What follows belongs to an exercise in optimizing a design on an open flow for a short achievable clock period and few clock cycles; a production flow would make more cautious choices. Only simulation tests tie the RTL to the original design; equivalence was not proved. No activity file was given, so power comes from the tool's default toggle rates.

[flow/design.v]
`default_nettype none
package cpuPkg;
  localparam int DataWidth = 16;
  localparam int MemAddrWidth = 8;
  localparam int RegCount = 4;
  localparam int RegIdxWidth = $clog2(RegCount);
  localparam int AxiAddrWidth = 12;
  localparam int AxiDataWidth = 32;
  typedef enum logic [5:0] {
    opBra = 6'd0,
    opBne = 6'd1,
    opBeq = 6'd2,
    opLsl = 6'd7,
    opLsr = 6'd8,
    opNot = 6'd14,
    opMovl = 6'd17,
    opLd = 6'd18,
    opSt = 6'd19,
    opAdd = 6'd21,
    opSub = 6'd23,
    opAnd = 6'd27,
    opOrr = 6'd28,
    opXor = 6'd29,
    opHlt = 6'd63
  } opcode_t;
  typedef enum logic [2:0] {
    aluAdd, aluSub, aluAnd, aluOrr, aluXor, aluNot, aluLsl, aluLsr
  } aluOp_t;
  typedef enum logic [1:0] {
    wbAlu, wbImm, wbMemLow, wbMemHigh
  } wbSource_t;
  typedef enum logic [2:0] {
    stIdle, stFetchLow, stFetchHigh, stExecLow, stExecHigh, stHalted
  } seqState_t;
  typedef struct packed {
    logic zero;
    logic negative;
    logic carry;
  } aluFlags_t;
  typedef struct packed {
    logic regWrite;
    logic [RegIdxWidth-1:0] regDest;
    wbSource_t wbSource;
    aluOp_t aluOp;
    logic [RegIdxWidth-1:0] srcA;
    logic [RegIdxWidth-1:0] srcB;
    logic flagUpdate;
  } controlWord_t;
  typedef struct packed {
    logic write;
    logic [MemAddrWidth-1:0] addr;
    logic [DataWidth-1:0] storeWord;
    logic highByte;
  } coreMemReq_t;
  typedef struct packed {
    logic write;
    logic [MemAddrWidth-1:0] addr;
    logic [7:0] wrByte;
  } hostMemReq_t;
  typedef struct packed {
    logic [AxiAddrWidth-1:0] awaddr;
    logic awvalid;
    logic [AxiDataWidth-1:0] wdata;
    logic [AxiDataWidth/8-1:0] wstrb;
    logic wvalid;
    logic bready;
    logic [AxiAddrWidth-1:0] araddr;
    logic arvalid;
    logic rready;
  } axiLiteReq_t;
  typedef struct packed {
    logic awready;
    logic wready;
    logic bvalid;
    logic [1:0] bresp;
    logic arready;
    logic rvalid;
    logic [AxiDataWidth-1:0] rdata;
    logic [1:0] rresp;
  } axiLiteRsp_t;
  typedef logic [RegCount*DataWidth-1:0] regView_t;
endpackage
`default_nettype wire
`timescale 1ns/1ps
`default_nettype none
module cpuTopFlat (
  input  wire logic        Clock,
  input  wire logic        rstN,
  input  wire logic [11:0] s_awaddr,
  input  wire logic        s_awvalid,
  output logic             s_awready,
  input  wire logic [31:0] s_wdata,
  input  wire logic [3:0]  s_wstrb,
  input  wire logic        s_wvalid,
  output logic             s_wready,
  output logic             s_bvalid,
  output logic [1:0]       s_bresp,
  input  wire logic        s_bready,
  input  wire logic [11:0] s_araddr,
  input  wire logic        s_arvalid,
  output logic             s_arready,
  output logic             s_rvalid,
  output logic [31:0]      s_rdata,
  output logic [1:0]       s_rresp,
  input  wire logic        s_rready
);
  localparam logic [1:0] RespOkay = 2'b00;
  localparam logic [1:0] RespSlvErr = 2'b10;
  logic [7:0]  mem [256];
  logic [15:0] regs [4];
  logic        fz, fn, fc;
  logic        running;
  logic        halted;
  logic [7:0]  fpc0;                      
  logic [7:0]  fpc1, fpc2, fpc3, fpc4, fpc5;    
  assign fpc1 = fpc0 + 8'd1;
  assign fpc2 = fpc0 + 8'd2;
  assign fpc3 = fpc0 + 8'd3;
  assign fpc4 = fpc0 + 8'd4;
  assign fpc5 = fpc0 + 8'd5;
  logic [39:0] fRows;                     
  logic [47:0] fRot;                      
  logic        sAlu0, sAlu1;
  logic        sMovl0, sMovl1;
  logic        sFlag0, sFlag1;
  logic [2:0]  sOp0, sOp1;                
  logic [3:0]  sWe0, sWe1;                
  logic [1:0]  sA0, sB0, sA1, sB1;
  logic [7:0]  sImm0, sImm1;
  logic        fwdA1, fwdB1;              
  logic        exSt;
  logic [7:0]  exMa, exMa1;               
  logic [5:0]  lRow0, lRow1, lRow2, lRow3;  
  logic [1:0]  lRot;
  logic [1:0]  exStSrc;
  logic        exBrChk;
  logic        exBrBne;
  logic        exBrPred;
  logic [95:0] exAltAt;                   
  function automatic logic [16:0] aluF(input logic [2:0] op, input logic [15:0] a,
                                       input logic [15:0] b);
    logic [16:0] r;
    case (op)
      3'd0: r = {1'b0, a} + {1'b0, b};
      3'd1: r = {1'b0, a} + {1'b0, ~b} + 17'd1;
      3'd2: r = {1'b0, a & b};
      3'd3: r = {1'b0, a | b};
      3'd4: r = {1'b0, a ^ b};
      3'd5: r = {1'b0, ~a};
      3'd6: r = {a, 1'b0};
      default: r = {a[0], 1'b0, a[15:1]};
    endcase
    aluF = r;
  endfunction
  logic [15:0] opA0, opB0, opA1, opB1;
  logic [16:0] alu0, alu1;                
  logic [15:0] ldData, wb0, wb1, stData;
  logic        zNext, fnNext, fcNext;
  assign opA0 = regs[sA0];
  assign opB0 = regs[sB0];
  assign opA1 = fwdA1 ? {8'h00, sImm0} : regs[sA1];
  assign opB1 = fwdB1 ? {8'h00, sImm0} : regs[sB1];
  assign alu0 = aluF(sOp0, opA0, opB0);
  assign alu1 = aluF(sOp1, opA1, opB1);
  logic [7:0] lb [4];
  assign lb[0] = mem[{lRow0, 2'd0}];
  assign lb[1] = mem[{lRow1, 2'd1}];
  assign lb[2] = mem[{lRow2, 2'd2}];
  assign lb[3] = mem[{lRow3, 2'd3}];
  assign ldData = {lb[lRot + 2'd1], lb[lRot]};
  assign stData = regs[exStSrc];
  assign wb0 = sAlu0 ? alu0[15:0] : sMovl0 ? {8'h00, sImm0} : ldData;
  assign wb1 = sAlu1 ? alu1[15:0] : sMovl1 ? {8'h00, sImm1} : ldData;
  function automatic logic zeroF(input logic [2:0] op, input logic [15:0] a,
                                 input logic [15:0] b);
    case (op)
      3'd0: zeroF = (a ^ b) == {a[14:0] | b[14:0], 1'b0};
      3'd1: zeroF = a == b;
      3'd2: zeroF = (a & b) == 16'd0;
      3'd3: zeroF = (a | b) == 16'd0;
      3'd4: zeroF = a == b;
      3'd5: zeroF = a == 16'hffff;
      3'd6: zeroF = a[14:0] == 15'd0;
      default: zeroF = a[15:1] == 15'd0;
    endcase
  endfunction
  always_comb begin
    if (sFlag1) begin
      zNext = zeroF(sOp1, opA1, opB1);
      fnNext = alu1[15];
      fcNext = alu1[16];
    end else if (sFlag0) begin
      zNext = zeroF(sOp0, opA0, opB0);
      fnNext = alu0[15];
      fcNext = alu0[16];
    end else begin
      zNext = fz;
      fnNext = fn;
      fcNext = fc;
    end
  end
  always_ff @(posedge Clock) begin
    if (!rstN) begin
      for (int i = 0; i < 4; i++) regs[i] <= '0;
      fz <= 1'b0;
      fn <= 1'b0;
      fc <= 1'b0;
    end else begin
      for (int i = 0; i < 4; i++) begin
        if (sWe1[i]) regs[i] <= wb1;
        else if (sWe0[i]) regs[i] <= wb0;
      end
      fz <= zNext;
      fn <= fnNext;
      fc <= fcNext;
    end
  end
  logic mispredict;
  assign mispredict = exBrChk && ((exBrBne ? !zNext : zNext) != exBrPred);
  logic [15:0] w0, w1, w2;
  logic [7:0] fb [8];
  always_comb begin
    for (int k = 0; k < 8; k++) fb[k] = mem[{fRows[5*k +: 5], 3'(k)}];
  end
  logic [7:0] fByte [6];
  always_comb begin
    for (int j = 0; j < 6; j++) begin
      fByte[j] = 8'd0;
      for (int k = 0; k < 8; k++) fByte[j] = fByte[j] | (fRot[8*j + k] ? fb[k] : 8'd0);
    end
  end
  assign w0 = {fByte[1], fByte[0]};
  assign w1 = {fByte[3], fByte[2]};
  assign w2 = {fByte[5], fByte[4]};
  function automatic logic [7:0] addK(input logic [7:0] a, input logic [7:0] k);
    logic c;
    c = 1'b0;
    for (int i = 0; i < 8; i++) begin
      addK[i] = a[i] ^ k[i] ^ c;
      c = (a[i] & k[i]) | (c & (a[i] ^ k[i]));
    end
  endfunction
  function automatic logic [95:0] fetchAt(input logic [7:0] a);
    logic [4:0] r1;
    logic [39:0] rows;
    logic [7:0] oh;
    logic [47:0] rot;
    for (int i = 0; i < 5; i++) r1[i] = a[3 + i] ^ (&(a[7:3] | ~(5'h1f >> (5 - i))));
    for (int k = 0; k < 8; k++) rows[5*k +: 5] = (3'(k) < a[2:0]) ? r1 : a[7:3];
    for (int k = 0; k < 8; k++) oh[k] = a[2:0] == 3'(k);
    for (int j = 0; j < 6; j++) rot[8*j +: 8] = (oh << j) | (oh >> (8 - j));
    fetchAt = {a, rows, rot};
  endfunction
  function automatic logic [23:0] rowsOf(input logic [7:0] a);
    logic [5:0] r, r1;
    r = a[7:2];
    for (int i = 0; i < 6; i++) r1[i] = a[2 + i] ^ (&(a[7:2] | ~(6'h3f >> (6 - i))));
    case (a[1:0])
      2'd0: rowsOf = {r, r, r, r};
      2'd1: rowsOf = {r, r, r, r1};
      2'd2: rowsOf = {r, r, r1, r1};
      default: rowsOf = {r, r1, r1, r1};
    endcase
  endfunction
  function automatic logic isAluOp(input logic [5:0] op);
    isAluOp = op == 6'd7 || op == 6'd8 || op == 6'd14 || op == 6'd21 || op == 6'd23
           || op == 6'd27 || op == 6'd28 || op == 6'd29;
  endfunction
  function automatic logic readsBOp(input logic [5:0] op);
    readsBOp = op == 6'd21 || op == 6'd23 || op == 6'd27 || op == 6'd28 || op == 6'd29;
  endfunction
  function automatic logic [2:0] aluCode(input logic [5:0] op);
    case (op)
      6'd23: aluCode = 3'd1;
      6'd27: aluCode = 3'd2;
      6'd28: aluCode = 3'd3;
      6'd29: aluCode = 3'd4;
      6'd14: aluCode = 3'd5;
      6'd7: aluCode = 3'd6;
      6'd8: aluCode = 3'd7;
      default: aluCode = 3'd0;
    endcase
  endfunction
  logic [5:0] op0, op1;
  logic alu0F, movl0F, ld0F, st0F, br0F, hlt0F, wr0F;
  logic alu1F, movl1F, ld1F, st1F, br1F, hlt1F, rdA1F, rdB1F;
  logic [1:0] dst0F, a1F, b1F;
  logic raw, fwdA, fwdB, pairOk, stHitsW1, fold1;
  logic taken0, taken1, predT;
  logic [5:0] op2;
  logic br2F, condBr1, condBr2, flags01, stHitsW2, fold2, taken2, predT2;
  logic [7:0] tgt2;
  logic stall;
  logic haltNow;
  logic [7:0] tgt0, tgt1;
  assign op0 = w0[15:10];
  assign op1 = w1[15:10];
  assign alu0F = isAluOp(op0);
  assign movl0F = op0 == 6'd17;
  assign ld0F = op0 == 6'd18;
  assign st0F = op0 == 6'd19;
  assign br0F = op0 == 6'd0 || op0 == 6'd1 || op0 == 6'd2;
  assign hlt0F = op0 == 6'd63;
  assign wr0F = alu0F || movl0F || ld0F;
  assign dst0F = alu0F ? w0[7:6] : w0[9:8];
  assign alu1F = isAluOp(op1);
  assign movl1F = op1 == 6'd17;
  assign ld1F = op1 == 6'd18;
  assign st1F = op1 == 6'd19;
  assign br1F = op1 == 6'd0 || op1 == 6'd1 || op1 == 6'd2;
  assign hlt1F = op1 == 6'd63;
  assign a1F = st1F ? w1[9:8] : w1[4:3];
  assign b1F = w1[1:0];
  assign rdA1F = alu1F || st1F;
  assign rdB1F = readsBOp(op1);
  assign fwdA = wr0F && rdA1F && a1F == dst0F;
  assign fwdB = wr0F && rdB1F && b1F == dst0F;
  assign raw = (fwdA || fwdB) && !(movl0F && alu1F);
  assign stHitsW1 = st0F && (w0[7:0] == fpc1 || w0[7:0] == fpc2 || w0[7:0] == fpc3);
  assign fold1 = br1F && !stHitsW1;
  assign pairOk = !br1F && !hlt1F && !raw && !stHitsW1
               && !((ld0F || st0F) && (ld1F || st1F));
  assign tgt0 = w0[7:0];
  assign tgt1 = w1[7:0];
  assign taken0 = op0 == 6'd0 || (op0 == 6'd1 && !zNext) || (op0 == 6'd2 && zNext);
  assign taken1 = op1 == 6'd0 || (op1 == 6'd1 && !zNext) || (op1 == 6'd2 && zNext);
  assign predT = op1 == 6'd1;
  assign op2 = w2[15:10];
  assign br2F = op2 == 6'd0 || op2 == 6'd1 || op2 == 6'd2;
  assign condBr1 = op1 == 6'd1 || op1 == 6'd2;
  assign condBr2 = op2 == 6'd1 || op2 == 6'd2;
  assign tgt2 = w2[7:0];
  assign taken2 = op2 == 6'd0 || (op2 == 6'd1 && !zNext) || (op2 == 6'd2 && zNext);
  assign predT2 = op2 == 6'd1;
  assign flags01 = (alu0F && w0[9]) || (alu1F && w1[9]);
  assign stHitsW2 = (st0F && (w0[7:0] == fpc3 || w0[7:0] == fpc4 || w0[7:0] == fpc5))
                 || (st1F && (w1[7:0] == fpc3 || w1[7:0] == fpc4 || w1[7:0] == fpc5))
                 || (exSt && (exMa == fpc4 || exMa == fpc5));
  assign fold2 = pairOk && br2F && !stHitsW2;
  assign stall = exSt && (exMa == fpc0 || exMa == fpc1 || exMa == fpc2 || exMa == fpc3
                          || exMa1 == fpc0);
  logic run;
  assign run = running || start;
  assign haltNow = run && !mispredict && !stall && hlt0F;
  logic        awReady, wReady;
  logic        awHeld, wHeld;
  logic [11:0] awAddrHeld;
  logic [7:0]  wDataHeld;
  logic        wStrbHeld;
  logic        wStartHeld;
  logic        bValid;
  logic [1:0]  bResp;
  logic        hwPend;
  logic [7:0]  hwAddr;
  logic [7:0]  hwData;
  logic        awHs, wHs, doWrite;
  logic [11:0] wAddr;
  logic [7:0]  wByte;
  logic        wStrb0;
  logic        wStartBit;
  logic        wIsCtrl, wIsMem, wErr, start, hostWrite;
  assign awHs = s_awvalid && awReady;
  assign wHs = s_wvalid && wReady;
  assign doWrite = (awHs || awHeld) && (wHs || wHeld);
  assign wAddr = awHeld ? awAddrHeld : s_awaddr;
  assign wByte = wHeld ? wDataHeld : s_wdata[7:0];
  assign wStrb0 = wHeld ? wStrbHeld : s_wstrb[0];
  assign wStartBit = wHeld ? wStartHeld : (s_wdata[0] && s_wstrb[0]);
  assign wIsCtrl = wAddr == 12'h000;
  assign wIsMem = wAddr[11:8] == 4'h1;
  assign wErr = !(wIsCtrl || wIsMem) || (running && (wIsMem || wStartBit));
  assign start = doWrite && wIsCtrl && wStartBit && !running;
  assign hostWrite = doWrite && wIsMem && wStrb0 && !running;
  always_ff @(posedge Clock) begin
    if (!rstN) begin
      awReady <= 1'b1;
      wReady <= 1'b1;
      awHeld <= 1'b0;
      wHeld <= 1'b0;
      bValid <= 1'b0;
      bResp <= RespOkay;
      hwPend <= 1'b0;
    end else begin
      hwPend <= hostWrite;
      if (doWrite) begin
        awHeld <= 1'b0;
        wHeld <= 1'b0;
        bValid <= 1'b1;
        bResp <= wErr ? RespSlvErr : RespOkay;
        awReady <= 1'b0;
        wReady <= 1'b0;
      end else begin
        if (awHs) begin
          awHeld <= 1'b1;
          awReady <= 1'b0;
        end
        if (wHs) begin
          wHeld <= 1'b1;
          wReady <= 1'b0;
        end
        if (bValid && s_bready) begin
          bValid <= 1'b0;
          awReady <= 1'b1;
          wReady <= 1'b1;
        end
      end
    end
  end
  always_ff @(posedge Clock) begin
    if (awHs) awAddrHeld <= s_awaddr;
    if (wHs) begin
      wDataHeld <= s_wdata[7:0];
      wStrbHeld <= s_wstrb[0];
      wStartHeld <= s_wdata[0] && s_wstrb[0];
    end
    if (hostWrite) begin
      hwAddr <= wAddr[7:0];
      hwData <= wByte;
    end
  end
  logic issue0, issue1, brChkNow;
  assign issue0 = run && !mispredict && !stall && !hlt0F && !br0F;
  assign issue1 = issue0 && pairOk;
  logic brChk1, brChk2;
  assign brChk1 = fold1 && condBr1 && alu0F && w0[9];
  assign brChk2 = fold2 && condBr2 && flags01;
  assign brChkNow = issue0 && (brChk1 || brChk2);
  logic takeNow;
  logic [95:0] tgtAt;
  assign tgtAt = br0F ? fetchAt(tgt0) : fold1 ? fetchAt(tgt1) : fetchAt(tgt2);
  logic [95:0] seq2At, seq4At, seq6At, fallAt;
  assign seq2At = fetchAt(fpc2);
  assign seq4At = fetchAt(fpc4);
  assign seq6At = fetchAt(addK(fpc4, 8'd2));
  assign fallAt = br0F ? seq2At : fold1 ? seq4At : fold2 ? seq6At : pairOk ? seq4At : seq2At;
  assign takeNow = br0F ? taken0
                 : fold1 ? (brChk1 ? predT : taken1)
                 : fold2 && (brChk2 ? predT2 : taken2);
  always_ff @(posedge Clock) begin
    if (!rstN) begin
      running <= 1'b0;
      halted <= 1'b0;
      sAlu0 <= 1'b0;
      sAlu1 <= 1'b0;
      sMovl0 <= 1'b0;
      sMovl1 <= 1'b0;
      sFlag0 <= 1'b0;
      sFlag1 <= 1'b0;
      sWe0 <= 4'd0;
      sWe1 <= 4'd0;
      exSt <= 1'b0;
      exBrChk <= 1'b0;
    end else begin
      if (haltNow) begin
        running <= 1'b0;
        halted <= 1'b1;
      end else if (start) begin
        running <= 1'b1;
        halted <= 1'b0;
      end
      sAlu0 <= issue0 && alu0F;
      sMovl0 <= issue0 && movl0F;
      sFlag0 <= issue0 && alu0F && w0[9];
      sWe0 <= (issue0 && wr0F) ? (4'd1 << dst0F) : 4'd0;
      sAlu1 <= issue1 && alu1F;
      sMovl1 <= issue1 && movl1F;
      sFlag1 <= issue1 && alu1F && w1[9];
      sWe1 <= (issue1 && (alu1F || movl1F || ld1F)) ? (4'd1 << (alu1F ? w1[7:6] : w1[9:8])) : 4'd0;
      exSt <= (issue0 && st0F) || (issue1 && st1F);
      exBrChk <= brChkNow;
    end
  end
  always_ff @(posedge Clock) begin
    if (!rstN || haltNow) begin
      {fpc0, fRows, fRot} <= fetchAt(8'd0);
    end else if (run && (mispredict || !stall)) begin
      if (mispredict) begin
        {fpc0, fRows, fRot} <= exAltAt;
      end else if (takeNow) begin
        {fpc0, fRows, fRot} <= tgtAt;
      end else begin
        {fpc0, fRows, fRot} <= fallAt;
      end
    end
    if (brChk1) begin
      exBrBne <= op1 == 6'd1;
      exBrPred <= predT;
      exAltAt <= predT ? fetchAt(fpc4) : fetchAt(tgt1);
    end else begin
      exBrBne <= op2 == 6'd1;
      exBrPred <= predT2;
      exAltAt <= predT2 ? fetchAt(fpc2 + 8'd4) : fetchAt(tgt2);
    end
    sOp0 <= aluCode(op0);
    sA0 <= w0[4:3];
    sB0 <= w0[1:0];
    sImm0 <= w0[7:0];
    sOp1 <= aluCode(op1);
    sA1 <= w1[4:3];
    sB1 <= w1[1:0];
    sImm1 <= w1[7:0];
    fwdA1 <= fwdA;
    fwdB1 <= fwdB;
    if (ld0F || st0F) begin
      exMa <= w0[7:0];
      exMa1 <= addK(w0[7:0], 8'd1);
      exStSrc <= w0[9:8];
    end else begin
      exMa <= w1[7:0];
      exMa1 <= addK(w1[7:0], 8'd1);
      exStSrc <= w1[9:8];
    end
    if (run) begin
      {lRow3, lRow2, lRow1, lRow0} <= (ld0F || st0F) ? rowsOf(w0[7:0]) : rowsOf(w1[7:0]);
      lRot <= (ld0F || st0F) ? w0[1:0] : w1[1:0];
    end else begin
      {lRow3, lRow2, lRow1, lRow0} <= {4{s_araddr[7:2]}};
      lRot <= s_araddr[1:0];
    end
  end
  logic [7:0] wdEven, wdOdd;
  assign wdEven = !exSt ? hwData : exMa[0] ? stData[15:8] : stData[7:0];
  assign wdOdd = !exSt ? hwData : exMa[0] ? stData[7:0] : stData[15:8];
  always_ff @(posedge Clock) begin
    for (int i = 0; i < 256; i++) begin
      if ((exSt && (exMa == 8'(i) || exMa1 == 8'(i))) || (hwPend && hwAddr == 8'(i)))
        mem[i] <= i[0] ? wdOdd : wdEven;
    end
  end
  logic        arReady;
  logic        rValid;
  logic [31:0] rData;
  logic [1:0]  rResp;
  logic        rPendStat;
  logic        rPendMem;
  logic [5:0]  rTimer;
  logic        arHs;
  logic        aIsStat, aIsReg, aIsMem;
  logic [15:0] regSel;
  logic        runningNext, haltedNext;
  logic        statRespond;
  assign arHs = s_arvalid && arReady;
  assign aIsStat = s_araddr == 12'h004;
  assign aIsReg = s_araddr[11:4] == 8'h01 && s_araddr[1:0] == 2'b00;
  assign aIsMem = s_araddr[11:8] == 4'h1;
  assign regSel = regs[s_araddr[3:2]];
  assign runningNext = run && !haltNow;
  assign haltedNext = haltNow || (halted && !start);
  assign statRespond = rPendStat && (!runningNext || rTimer == 6'd50);
  always_ff @(posedge Clock) begin
    if (!rstN) begin
      arReady <= 1'b1;
      rValid <= 1'b0;
      rResp <= RespOkay;
      rPendStat <= 1'b0;
      rPendMem <= 1'b0;
      rTimer <= 6'd0;
    end else begin
      rTimer <= rTimer + 6'd1;
      if (arHs) begin
        arReady <= 1'b0;
        rTimer <= 6'd0;
        if (aIsStat && running) begin
          rPendStat <= 1'b1;
        end else if (aIsMem) begin
          rPendMem <= 1'b1;
        end else begin
          rValid <= 1'b1;
          rResp <= (aIsStat || aIsReg) ? RespOkay : RespSlvErr;
        end
      end else if (statRespond) begin
        rPendStat <= 1'b0;
        rValid <= 1'b1;
        rResp <= RespOkay;
      end else if (rPendMem) begin
        rPendMem <= 1'b0;
        rValid <= 1'b1;
        rResp <= RespOkay;
      end else if (rValid && s_rready) begin
        rValid <= 1'b0;
        arReady <= 1'b1;
      end
    end
  end
  always_ff @(posedge Clock) begin
    if (arHs) begin
      if (aIsStat) rData <= {25'd0, fc, fn, fz, 2'b00, halted, running};
      else if (aIsReg) rData <= {16'h0000, regSel};
      else rData <= 32'd0;
    end else if (rPendStat) begin
      rData <= {25'd0, fcNext, fnNext, zNext, 2'b00, haltedNext, runningNext};
    end else if (rPendMem) begin
      rData <= {24'd0, lb[lRot]};
    end
  end
  assign s_awready = awReady;
  assign s_wready = wReady;
  assign s_bvalid = bValid;
  assign s_bresp = bResp;
  assign s_arready = arReady;
  assign s_rvalid = rValid;
  assign s_rdata = rData;
  assign s_rresp = rResp;
endmodule
`default_nettype wire
[flow/run.sh]
#!/bin/bash
# synth_recipe.tcl (not shown) runs the flow's synth.tcl, then flattens the netlist and writes it again
# the make line also repeats each setting of config.mk as NAME=value (left out here)
make -C /OpenROAD-flow-scripts/flow DESIGN_CONFIG=/design/flow/config.mk WORK_HOME=/design/flow/orfs CLKGATE_MAP_FILE= SYNTH_SCRIPT=/design/flow/synth_recipe.tcl finish
[flow/config.mk]
export PLATFORM = sky130hd
export DESIGN_NAME = cpuTopFlat
export DESIGN_NICKNAME = cpuTopFlat
export VERILOG_FILES = /design/flow/design.v
export SDC_FILE = /design/flow/constraint.sdc
export NUM_CORES = 4
export LEC_CHECK = 0
export CAP_MARGIN = 40
export CELL_PAD_IN_SITES_DETAIL_PLACEMENT = 1
export CELL_PAD_IN_SITES_GLOBAL_PLACEMENT = 2
export CORE_MARGIN = 2
export CORE_UTILIZATION = 25
export PLACE_DENSITY = 0.55
export SETUP_SLACK_MARGIN = 5
export SLEW_MARGIN = 60
export TNS_END_PERCENT = 20
[flow/constraint.sdc]
create_clock -name core_clock -period 10.0 [get_ports {Clock}]
set_input_delay 2.0000 -clock core_clock [delete_from_list [all_inputs] [get_ports {Clock}]]
set_output_delay 2.0000 -clock core_clock [all_outputs]
set_load 0.01 [all_outputs]
==> results.json, run 1 <==
{
  "cts.sinks": 2375,
  "register_area_um2": 68800,
  "combPwrFrac": 0.035,
  "die_h_um": 739,
  "io_pins": 108,
  "slew_violations": 0,
  "p_sw_mw": 5.72,
  "grt_pass1_wl_um": 1340000,
  "cp-start-kind": "flip-flop",
  "max-vdd-ir-drop_mv": 0.239,
  "max_cap_violations": 0,
  "setup_viol": 0,
  "crit_chain": "buf_6 > or2_2 > nor2_2 > a32oi_2 > o2111a_2 > buf_4 > a211oi_4 > a2111o_1 > a2111oi_4 > buf_4 > or4b_4 > nor2_4 > mux2i_4 > xnor2_2 > o22ai_2 > a311oi_4 > buf_6 > or2_4 > buf_12 > buf_16 > a211oi_4 > a211oi_2 > o41ai_2 > buf_4",
  "cpMostUsedCell": "buf_4",
  "p_clk_frac": 0.504,
  "cts_inserted_buffers": 310,
  "p_seq_frac": 0.461,
  "synth_warnings": 6,
  "final_common_cell": "edfxtp_1",
  "powerDensity_nw_per_um2": 135,
  "syn_avg_cell_area_um2": 10.8,
  "min_period_over_period": 0.656,
  "die_area_um2": 546000,
  "vias": 136000,
  "path_class": "reg2reg",
  "critPathRequiredTime_ns": 10.96,
  "synth-seq-cells": 2375,
  "grt_max_degree": 98,
  "overflow": 0,
  "tns_ns": 0,
  "drc": 0,
  "wl_per_cell_um": 50.0,
  "first_global_vias": 130000,
  "synth_edf_count": 2102,
  "slew-limit-headroom": 0.450,
  "drtIter0Drc": 21200,
  "initial_core_util": 0.251,
  "avgViaCountPerCell": 6.53,
  "worst_hold_path_type": "reg2reg",
  "grt_usage": 0.364,
  "die_w_um": 739,
  "drive_gt1_frac": 0.259,
  "wl_um": 1040000,
  "end_kind": "flip-flop",
  "drtPass1Iterations": 9,
  "core_um2": 537000,
  "rsz0062_at_grt": "true",
  "htreeDepth": 5,
  "hold_buffers": 0,
  "cp.arrival_ns": 7.52,
  "cp_num_buf_inv": 7,
  "cp_max_fo": 8,
  "yosysSeqAreaShare": 0.508,
  "tightest_slew_ns": 0.823,
  "final_cells": 20900,
  "status": "timing/DRC/antenna clean",
  "fill_cells": 58500,
  "p_leak_nw": 56.2,
  "synthCells": 12500,
  "holdWs_ns": 0.493,
  "clock_latency_ns": 1.04,
  "netSwitchingFraction": 0.247,
  "fmax_mhz": 152,
  "antenna_found_initial": 76,
  "crit_slowest_cell": "dfxtp_4",
  "final_nets": 13600,
  "syn_area_um2": 135000,
  "p_int_mw": 17.5,
  "finClkSkew_ns": 0.0747,
  "antenna_left": 0,
  "tritoncts": "yes",
  "cts-root-buf": "clkbuf_16",
  "clk_pin_slew_ns": 0.06,
  "cts_buffer_depth": 4,
  "async_flop_share": 0,
  "final_cell_mix": "2102 x edfxtp_1, 1061 x buf_4, 812 x nand3_1, 790 x nand2_1, 787 x a22oi_1",
  "area_growth_syn_to_layout_pct": 27.4,
  "critPathTopFamily": "compound AO/OA/AOI/OAI gates",
  "critical_path.max_stage_delay_ns": 0.62,
  "routabilityCongestion": 1.01,
  "dp.cells": 19900,
  "hpwl_um": 771000,
  "yosysUniqueCellTypes": 133,
  "hold_viol": 0,
  "multi_input_area_um2": 68200,
  "port_buffers": 62,
  "row_count": 269,
  "fin_crit_ns": 6.56,
  "synth_ff_type": "edfxtp_1"
}
## routing by layer
layer | GRT usage | vias up | routed length [um]
met4 | 0.215 | 44 | 77800
li1 | - | 51900 | -
met3 | 0.0831 | 2437 | 103000
met2 | 0.548 | 10100 | 444000
met1 | 0.479 | 71900 | 418000
met5 | 0 | - | 318
## cells in the mapped netlist, types with 39 or more instances
cell type	count	area (um2)
a22o_1	383	3350
mux2i_1	316	3160
o22ai_1	313	1960
nor2b_1	183	1140
edfxtp_1	2102	63100
nor3_1	125	626
nand2_1	831	3120
buf_4	76	571
o31ai_1	44	330
buf_6	43	484
inv_1	190	713
a21oi_1	375	1880
nor4_1	134	838
a211oi_1	134	1010
and2_1	64	400
a211o_1	39	342
and3_1	226	1410
ha_1	163	2040
a31oi_1	98	613
clkbuf_1	629	2360
nand3b_1	102	766
a32oi_1	85	744
xor2_1	87	762
and3b_1	70	613
a32o_1	52	521
a2111oi_0	61	534
o21bai_1	43	323
nand4_1	374	2340
o211ai_1	64	480
mux2_2	146	1640
buf_1	56	210
nand2b_1	92	576
nor2_1	792	2970
o21ai_0	504	2520
xnor2_1	207	1810
mux4_2	110	2480
nand3_1	839	4200
a22oi_1	803	6030
o221ai_1	85	744
nor3b_1	74	556
dfxtp_1	273	5470
buf_2	154	771
a221oi_1	240	2100
## sequential cells by signal (all words and copies together), names as in the netlist, 4 cells and up
signal	flops
mem	2048
regs	64
exAltAt	51
fRows	40
rData	16
awAddrHeld	12
exMa1	8
exMa	8
fRot	8
hwAddr	8
hwData	8
sImm0	8
sImm1	8
wDataHeld	8
lRow0	6
lRow1	6
lRow2	6
lRow3	6
rTimer	6
sWe0	4
sWe1	4
## power by group through the flow
| stage | Combinational (mW) | Sequential [mW] | Clock, mW |
|---|---|---|---|
| floorplan | 0.269 | 10.9 | 0 |
| global placement | 0.730 | 10.9 | 0 |
| detailed placement | 0.758 | 10.9 | 0 |
| CTS | 0.761 | 10.7 | 11.8 |
| global route | 0.798 | 10.7 | 12.1 |
| finish | 0.803 | 10.7 | 11.7 |
## area by class of cell
class,instances,area share
well taps,7181,0.0522
multi-input cells,8959,0.397
flip-flops and latches,2375,0.400
clock inverters,197,0.0119
clock buffers,367,0.0473
inverters,203,0.00457
repair buffers,1553,0.0866
diodes,43,0.000626
## what timing repair did
item                                    in CTS  in global routing
resized for setup                          641                226
pin swaps                                  163                 98
gates cloned                                29                  2
endpoints found under the setup margin     227                240
setup buffers                              256                114
## path summary, 6_finish.rpt
check        cells after the start         to  slack (ns)      start
max                             24   fRows[6]        3.44   fRows[6]
min                              1  rTimer[0]        0.49  rTimer[0]
max reg2reg                     24   fRows[6]        3.44   fRows[6]
min reg2reg                      1  rTimer[0]        0.49  rTimer[0]
## kinds of logic after synthesis
group                    count (synthesis)  synth area share
other                                    1         0.0000278
adder cells (fa/ha/maj)                168            0.0158
AO/OA/AOI/OAI                         3744             0.203
AND/OR/NAND/NOR                       4146             0.160
flip-flops                            2375             0.508
multiplexers                           585            0.0552
buffers and inverters                 1168            0.0387
XOR/XNOR                               296            0.0194
## per-stage QoR
step                total power [mW]  instance area [um2]  setup slack, ns   util
floorplan                       11.2               135000             3.99      -
global placement                11.6               149000             1.27  0.277
detailed placement              11.7               153000             2.23  0.285
CTS                             23.2               169000             3.64  0.315
global route                    23.6               172000             3.42  0.320
finish                          23.2               172000             3.44  0.320
Testbench counts, summed over its fixed seeds: cycles 6,563.
==> inputs of run 2 (changes only) <==
--- a/flow/design.v
+++ b/flow/design.v
@@ -315,4 +315,7 @@
   assign rdB1F = readsBOp(op1);
-  assign fwdA = wr0F && rdA1F && a1F == dst0F;
-  assign fwdB = wr0F && rdB1F && b1F == dst0F;
+  assign fwdA = (alu0F && ((alu1F && w1[4:3] == w0[7:6]) || (st1F && w1[9:8] == w0[7:6])))
+             || ((movl0F || ld0F) && ((alu1F && w1[4:3] == w0[9:8])
+                                      || (st1F && w1[9:8] == w0[9:8])));
+  assign fwdB = rdB1F && ((alu0F && w1[1:0] == w0[7:6])
+                          || ((movl0F || ld0F) && w1[1:0] == w0[9:8]));
   assign raw = (fwdA || fwdB) && !(movl0F && alu1F);
==> run 2 against run 1 <==
Final cell count is essentially flat. Register-to-register slack improved by 0.37 ns. Non-clock buffer count decreased by 92. Critical path depth is 1 higher. First-iteration DRC count up 7.8%. Power is 0.95% lower. Fmax rose by 5.9%. Sequential share of layout area grew 0.41 points. Sequential cell count unchanged. Critical path type unchanged. Critical endpoint is now fRows[4].
==> results.json, run 2 <==
{
  "status": "timing/DRC/antenna clean",
  "hold_buffers": 0,
  "die_area_um2": 545000,
  "tritoncts": "yes",
  "critical_path.max_stage_delay_ns": 0.44,
  "routabilityCongestion": 1.01,
  "synth_ff_type": "edfxtp_1",
  "final_nets": 13700,
  "slew-limit-headroom": 0.528,
  "p_leak_nw": 55.9,
  "cts_buffer_depth": 4,
  "synthCells": 12600,
  "area_growth_syn_to_layout_pct": 26.3,
  "synth_area_leader_cell": "edfxtp_1",
  "synth_edf_count": 2102,
  "yosysMostFrequentCell": "edfxtp_1",
  "drtIter0Drc": 22800,
  "tightest_slew_ns": 0.700,
  "worst_hold_path_type": "reg2reg",
  "min_period_over_period": 0.619,
  "yosysSeqAreaShare": 0.509,
  "tns_ns": 0,
  "synth_xor_xnor_area_share": 0.0202,
  "fmax_mhz": 161,
  "async_flop_share": 0,
  "synth-seq-cells": 2375,
  "largestRegisters": "mem (2048), regs (64), exAltAt (51)",
  "cp.arrival_ns": 7.09,
  "die_h_um": 738,
  "largest_reg_flops": 2048,
  "cts.sinks": 2375,
  "hpwl_um": 737000,
  "r2r_slack_ns": 3.81,
  "grt_usage": 0.354,
  "die_w_um": 738,
  "cp_num_buf_inv": 9,
  "synth_mux_area_frac": 0.0535,
  "crit_slowest_cell": "nand4_1",
  "synth_top_family_by_area": "compound AO/OA/AOI/OAI gates",
  "syn_avg_cell_area_um2": 10.7,
  "cts_inserted_buffers": 305,
  "clk_pin_slew_ns": 0.06,
  "critPathTopFamily": "compound AO/OA/AOI/OAI gates",
  "core_um2": 537000,
  "final_core_util": 0.317,
  "yosysUniqueCellTypes": 114,
  "fin_crit_ns": 6.19,
  "drtPass1Iterations": 13,
  "cts-root-buf": "clkbuf_16",
  "setup_viol": 0,
  "synth_top_area_frac": 0.468,
  "wl_um": 1010000,
  "final_cell_mix": "2102 x edfxtp_1, 1024 x nand3_1, 996 x buf_4, 842 x a22oi_1, 752 x nand2_1",
  "drc": 0,
  "critPathRequiredTime_ns": 10.90,
  "synthSimpleGateAreaFrac": 0.168,
  "max-vdd-ir-drop_mv": 0.131,
  "antenna_left": 0,
  "path_class": "reg2reg",
  "avgViaCountPerCell": 6.54,
  "cp_max_fo": 20,
  "dp.cells": 19900,
  "synth_area_leaders": "edfxtp_1 47%, a22oi_1 4.8%, dfxtp_1 4.1%",
  "fill_cells": 58600,
  "powerDensity_nw_per_um2": 135,
  "syn_area_um2": 135000,
  "htreeDepth": 5,
  "grt_pass1_wl_um": 1300000,
  "io_pins": 108,
  "final_cells": 20900,
  "max_cap_violations": 0,
  "top_register": "mem",
  "cp-start-kind": "flip-flop",
  "slew_violations": 0,
  "finClkSkew_ns": 0.0699,
  "initial_core_util": 0.251,
  "antenna_found_initial": 59,
  "synth_fa_ha_area_frac": 0.0154,
  "ys_top_cells_by_count": "2102 x edfxtp_1, 1064 x nand3_1, 865 x a22oi_1",
  "overflow": 0,
  "clock_latency_ns": 1.03,
  "drive_gt1_frac": 0.248,
  "first_global_vias": 131000,
  "wl_per_cell_um": 48.2,
  "synth_compound_area_frac": 0.196,
  "end_kind": "flip-flop",
  "vias": 137000,
  "hold_viol": 0,
  "synth_warnings": 6,
  "rsz0062_at_grt": "true",
  "grt_max_degree": 98,
  "row_count": 269,
  "final_common_cell": "edfxtp_1",
  "port_buffers": 62,
  "cpMostUsedCell": "buf_4"
}
[run 2: changes by cell type after synthesis, sizes merged, moves of 36 or more]
| cell | change |
|---|---|
| a221oi | -88 |
| a22o | -39 |
| a22oi | +62 |
| and3 | -36 |
| buf | +41 |
| mux2 | +42 |
| mux2i | -54 |
| nand3 | +227 |
| nand4 | +58 |
| o221ai | -36 |
[run 2: through the flow]
step / cell area (um2) / hold WS, ns / power [mW] / setup WS, ns
6_report: 170000 / 0.470 / 23.0 / 3.81
4_1_cts: 169000 / 0.473 / 23.0 / 4.01
3_3_place_gp: 148000 / 0.439 / 11.6 / 1.29
2_1_floorplan: 135000 / 0.430 / 11.2 / 3.99
3_5_place_dp: 152000 / 0.465 / 11.6 / 2.41
5_1_grt: 170000 / 0.508 / 23.3 / 3.80
[run 2: path summary, 6_finish.rpt]
kind / start / to / depth (start not counted)
worst min register to register: rTimer[0] / rTimer[0] / 1
worst max register to register: fRows[9] / fRows[4] / 25
worst max-delay path: fRows[9] / fRows[4] / 25
worst min-delay path: rTimer[0] / rTimer[0] / 1
[run 2: kinds of logic (layout without fill, tap and decap cells)]
family,Yosys count,in the layout
and+or+nand+nor,4352,4353
DFF,2375,2375
buffers and inverters,1190,2210
AOI/OAI and AO/OA,3673,3673
xor gates and xnor gates,311,311
other,1,54
adders and majority gates,163,163
muxes,566,566
[run 2: what timing repair did]
item                                    CTS  global route
pin swaps                               167            87
resized for setup                       626            89
setup buffers                           302            50
endpoints found under the setup margin  251           238
gates cloned                             26             0
[run 2: area by class of cell]
class / count / area, um2 / share of cell area
antenna: 36 / 90.1 / 0.000529
clock buffer: 370 / 8010 / 0.0471
timing repair buffer: 1461 / 14200 / 0.0835
inverter: 195 / 756 / 0.00444
sequential: 2375 / 68800 / 0.404
multi-input combinational: 9084 / 67400 / 0.396
clock inverter: 184 / 1950 / 0.0115
tap: 7181 / 8980 / 0.0528
[run 2: where the power goes]
part           internal, mW  switching [mW]
Combinational         0.192           0.588
Sequential             10.7          0.0287
Clock                  6.50            5.00
Total                  17.4            5.61
[run 2: layer usage]
layer	track usage	vias up	wire length [um]
met2	0.531	10500	429000
met4	0.230	42	81600
met3	0.0824	2610	103000
met1	0.458	71500	394000
met5	0	-	272
li1	-	52100	-
[run 2: worst register-to-register path, cell delays in order, from the launching register on]
cell,delay [ns]
dfxtp_4,0.37
buf_16,0.16
buf_4,0.21
nor3b_2,0.16
buf_8,0.18
nand3_1,0.13
nand4_1,0.44
nor4_4,0.45
a21oi_4,0.18
buf_6,0.18
a222oi_1,0.27
o211ai_1,0.26
buf_4,0.24
buf_4,0.21
mux2_4,0.29
a32o_2,0.27
o211ai_1,0.31
a31o_2,0.21
a21oi_2,0.06
nor4b_4,0.15
buf_6,0.15
or3_4,0.44
buf_8,0.17
a21o_1,0.20
a31oi_2,0.20
buf_4,0.18
Testbench counts of run 2, summed over its fixed seeds: cycles 6,563.
==> inputs of run 3 (changes only) <==
--- a/flow/config.mk
+++ b/flow/config.mk
@@ -11,4 +11,4 @@
 export CORE_MARGIN = 2
-export CORE_UTILIZATION = 25
-export PLACE_DENSITY = 0.55
+export CORE_UTILIZATION = 30
+export PLACE_DENSITY = 0.65
 export SETUP_SLACK_MARGIN = 5
==> run 3 against run 2 <==
Worst hold slack better by 0.017 ns. Clock skew down 0.0099 ns. First-iteration DRC count up 13%. Fmax up 2.1%. Still clean. Design area up 1.1%. Sequential cell count unchanged.
==> results.json, run 3 <==
{
  "slew_violations": 0,
  "syn_area_um2": 135000,
  "holdWs_ns": 0.488,
  "die_w_um": 674,
  "yosysUniqueCellTypes": 114,
  "clock_latency_ns": 1.01,
  "async_flop_share": 0,
  "synth_edf_count": 2102,
  "cts_buffer_depth": 4,
  "hpwl_um": 719000,
  "cp_max_fo": 16,
  "fill_cells": 48000,
  "wl_per_cell_um": 50.5,
  "overflow": 0,
  "io_pins": 108,
  "tightest_slew_ns": 0.735,
  "worst_hold_path_type": "reg2reg",
  "port_buffers": 62,
  "antenna_left": 0,
  "finClkSkew_ns": 0.0600,
  "drc": 0,
  "synth-seq-cells": 2375,
  "die_h_um": 674,
  "cp.arrival_ns": 6.93,
  "synth_warnings": 6,
  "synth_area_leader_cell": "edfxtp_1",
  "cts-root-buf": "clkbuf_16",
  "ys_top_cells_by_count": "2102 x edfxtp_1, 1064 x nand3_1, 865 x a22oi_1",
  "largest_reg_flops": 2048,
  "drtIter0Drc": 25900,
  "initial_core_util": 0.301,
  "largestRegisters": "mem (2048), regs (64), exAltAt (51)",
  "syn_avg_cell_area_um2": 10.7,
  "end_kind": "flip-flop",
  "synth_ff_type": "edfxtp_1",
  "fin_crit_ns": 6.06,
  "synth_area_leaders": "edfxtp_1 47%, a22oi_1 4.8%, dfxtp_1 4.1%",
  "final_cell_mix": "2102 x edfxtp_1, 1024 x nand3_1, 1002 x buf_4, 837 x a22oi_1, 747 x nand2_1",
  "first_global_vias": 131000,
  "grt_usage": 0.421,
  "synth_top_area_frac": 0.468,
  "antenna_found_initial": 73,
  "reg2reg_depth": 15,
  "cts.sinks": 2375,
  "grt_pass1_wl_um": 1290000,
  "final_common_cell": "edfxtp_1",
  "drive_gt1_frac": 0.266,
  "slew-limit-headroom": 0.509,
  "cts_inserted_buffers": 303,
  "grt_max_degree": 90,
  "final_nets": 13800,
  "max-vdd-ir-drop_mv": 0.149,
  "area_growth_syn_to_layout_pct": 27.7,
  "whs_path_depth": 2,
  "cp-start-kind": "flip-flop",
  "fmax_mhz": 165,
  "path_class": "reg2reg",
  "max_cap_violations": 0,
  "routabilityCongestion": 1.04,
  "wl_um": 999000,
  "critPathRequiredTime_ns": 10.87,
  "drtPass1Iterations": 11,
  "setup_viol": 0,
  "tns_ns": 0,
  "p_leak_nw": 57.2,
  "top_register": "mem",
  "rsz0062_at_grt": "true",
  "row_count": 246,
  "yosysSeqAreaShare": 0.509,
  "die_area_um2": 455000,
  "tritoncts": "yes",
  "clk_pin_slew_ns": 0.06,
  "status": "timing/DRC/antenna clean",
  "vias": 140000,
  "htreeDepth": 5,
  "powerDensity_nw_per_um2": 135,
  "min_period_over_period": 0.606,
  "core_um2": 448000,
  "avgViaCountPerCell": 7.05,
  "hold_viol": 0,
  "synthCells": 12600,
  "yosysMostFrequentCell": "edfxtp_1",
  "final_core_util": 0.384
}
==> run 3: layout make-up <==
| class | instances | area [um2] | share of cell area |
|---|---|---|---|
| clock inverters | 181 | 2190 | 0.0127 |
| flip-flops and latches | 2375 | 68800 | 0.400 |
| repair buffers | 1613 | 16300 | 0.0945 |
| inverters | 195 | 771 | 0.00448 |
| well taps | 5952 | 7450 | 0.0433 |
| clock buffers | 372 | 8090 | 0.0470 |
| multi-input cells | 9086 | 68500 | 0.398 |
| diodes | 27 | 67.6 | 0.000393 |
==> run 3: where the power goes <==
group          switching [mW]  internal (mW)  leakage (nW)
registers              0.0285           10.7          21.2
logic                   0.574          0.195          31.0
clock network            4.96           6.85          4.99
total                    5.57           17.7          57.2
==> run 3: cells by family after synthesis <==
group,after synthesis,synth area share
AND/OR/NAND/NOR,4352,0.168
AO/OA/AOI/OAI,3673,0.196
flip-flops,2375,0.509
buffers and inverters,1190,0.0380
multiplexers,566,0.0535
XOR/XNOR,311,0.0202
adder cells (fa/ha/maj),163,0.0154
other,1,0.0000278
==> run 3: final timing paths <==
| kind | start | to | slack, ns |
|---|---|---|---|
| min | rValid | rValid | 0.49 |
| max | lRow1[5] | regs[3][7] | 3.94 |
| max reg2reg | lRow1[5] | regs[3][7] | 3.94 |
| min reg2reg | rValid | rValid | 0.49 |
==> run 3: repair_timing <==
item                       CTS  global route
resized for setup          837           206
gates cloned                36             7
setup endpoints to repair  249           221
hold buffers                 0             0
setup buffers              443           116
pin swaps                  206           131
==> run 3: through the flow <==
stage | total power, mW | setup slack [ns] | area, um2 | cells
floorplan | 11.2 | 3.99 | 135000 | 12600
global placement | 11.6 | 1.77 | 146000 | 18400
detailed placement | 11.6 | 2.32 | 150000 | 18600
CTS | 23.2 | 4.08 | 169000 | 19600
global route | 23.6 | 3.94 | 172000 | 19800
finish | 23.3 | 3.94 | 172000 | 19800
==> run 3: critical path, cell delays in order, from the launching register on <==
cell	delay (ns)
dfxtp_2	0.56
buf_4	0.44
or2_2	0.51
or2_4	0.54
nand3_1	0.13
a21oi_1	0.39
nand4_1	0.17
nor4_1	0.48
nand2_1	0.47
o21ai_0	0.41
o21ai_4	0.26
a21oi_1	0.58
o21a_1	0.18
o21ai_0	0.18
mux2_2	0.35
o211a_1	0.21
==> run 3: layer usage <==
layer | track usage | vias up | part of all wire
met5 | 0 | - | 0.00052
met4 | 0.218 | 58 | 0.066
met3 | 0.166 | 2495 | 0.15
met2 | 0.582 | 12100 | 0.40
met1 | 0.561 | 72600 | 0.39
li1 | - | 52400 | -

-- what the ideal ports hide --
The flow's constraints put no driver on any port. The routed layouts listed below were extracted and timed again, unchanged, in two steps.
Step 1, drivers: a clkbuf_16 drives Clock and a buf_2 each remaining input, both assumed.
Step 2 moves the port delays by t, midway between the first and last clock arrival at a register: inputs arrive t later, outputs are due t later. That takes back most of the time a late clock gives input paths.
Three values: no drivers, after step 1, after step 2; two values: the first two.
| run | t, ns | setup WS [ns] | worst hold slack (ns) | pins driven straight from the clock port |
|---|---|---|---|---|
| run 1 | 1.142 | 3.440 / 3.440 / 3.214 | 0.493 / 0.493 / 0.493 | 1 |
| run 2 | 1.138 | 3.808 / 3.808 / 3.326 | 0.470 / 0.470 / 0.470 | 1 |
| run 3 | 1.111 | 3.938 / 3.938 / 3.919 | 0.488 / 0.488 / 0.488 | 1 |
After both steps setup and hold are still met in every run listed. For run 2, which loses most, drivers alone change the setup slack by 0.000 ns; drivers and shift together by -0.482 ns.
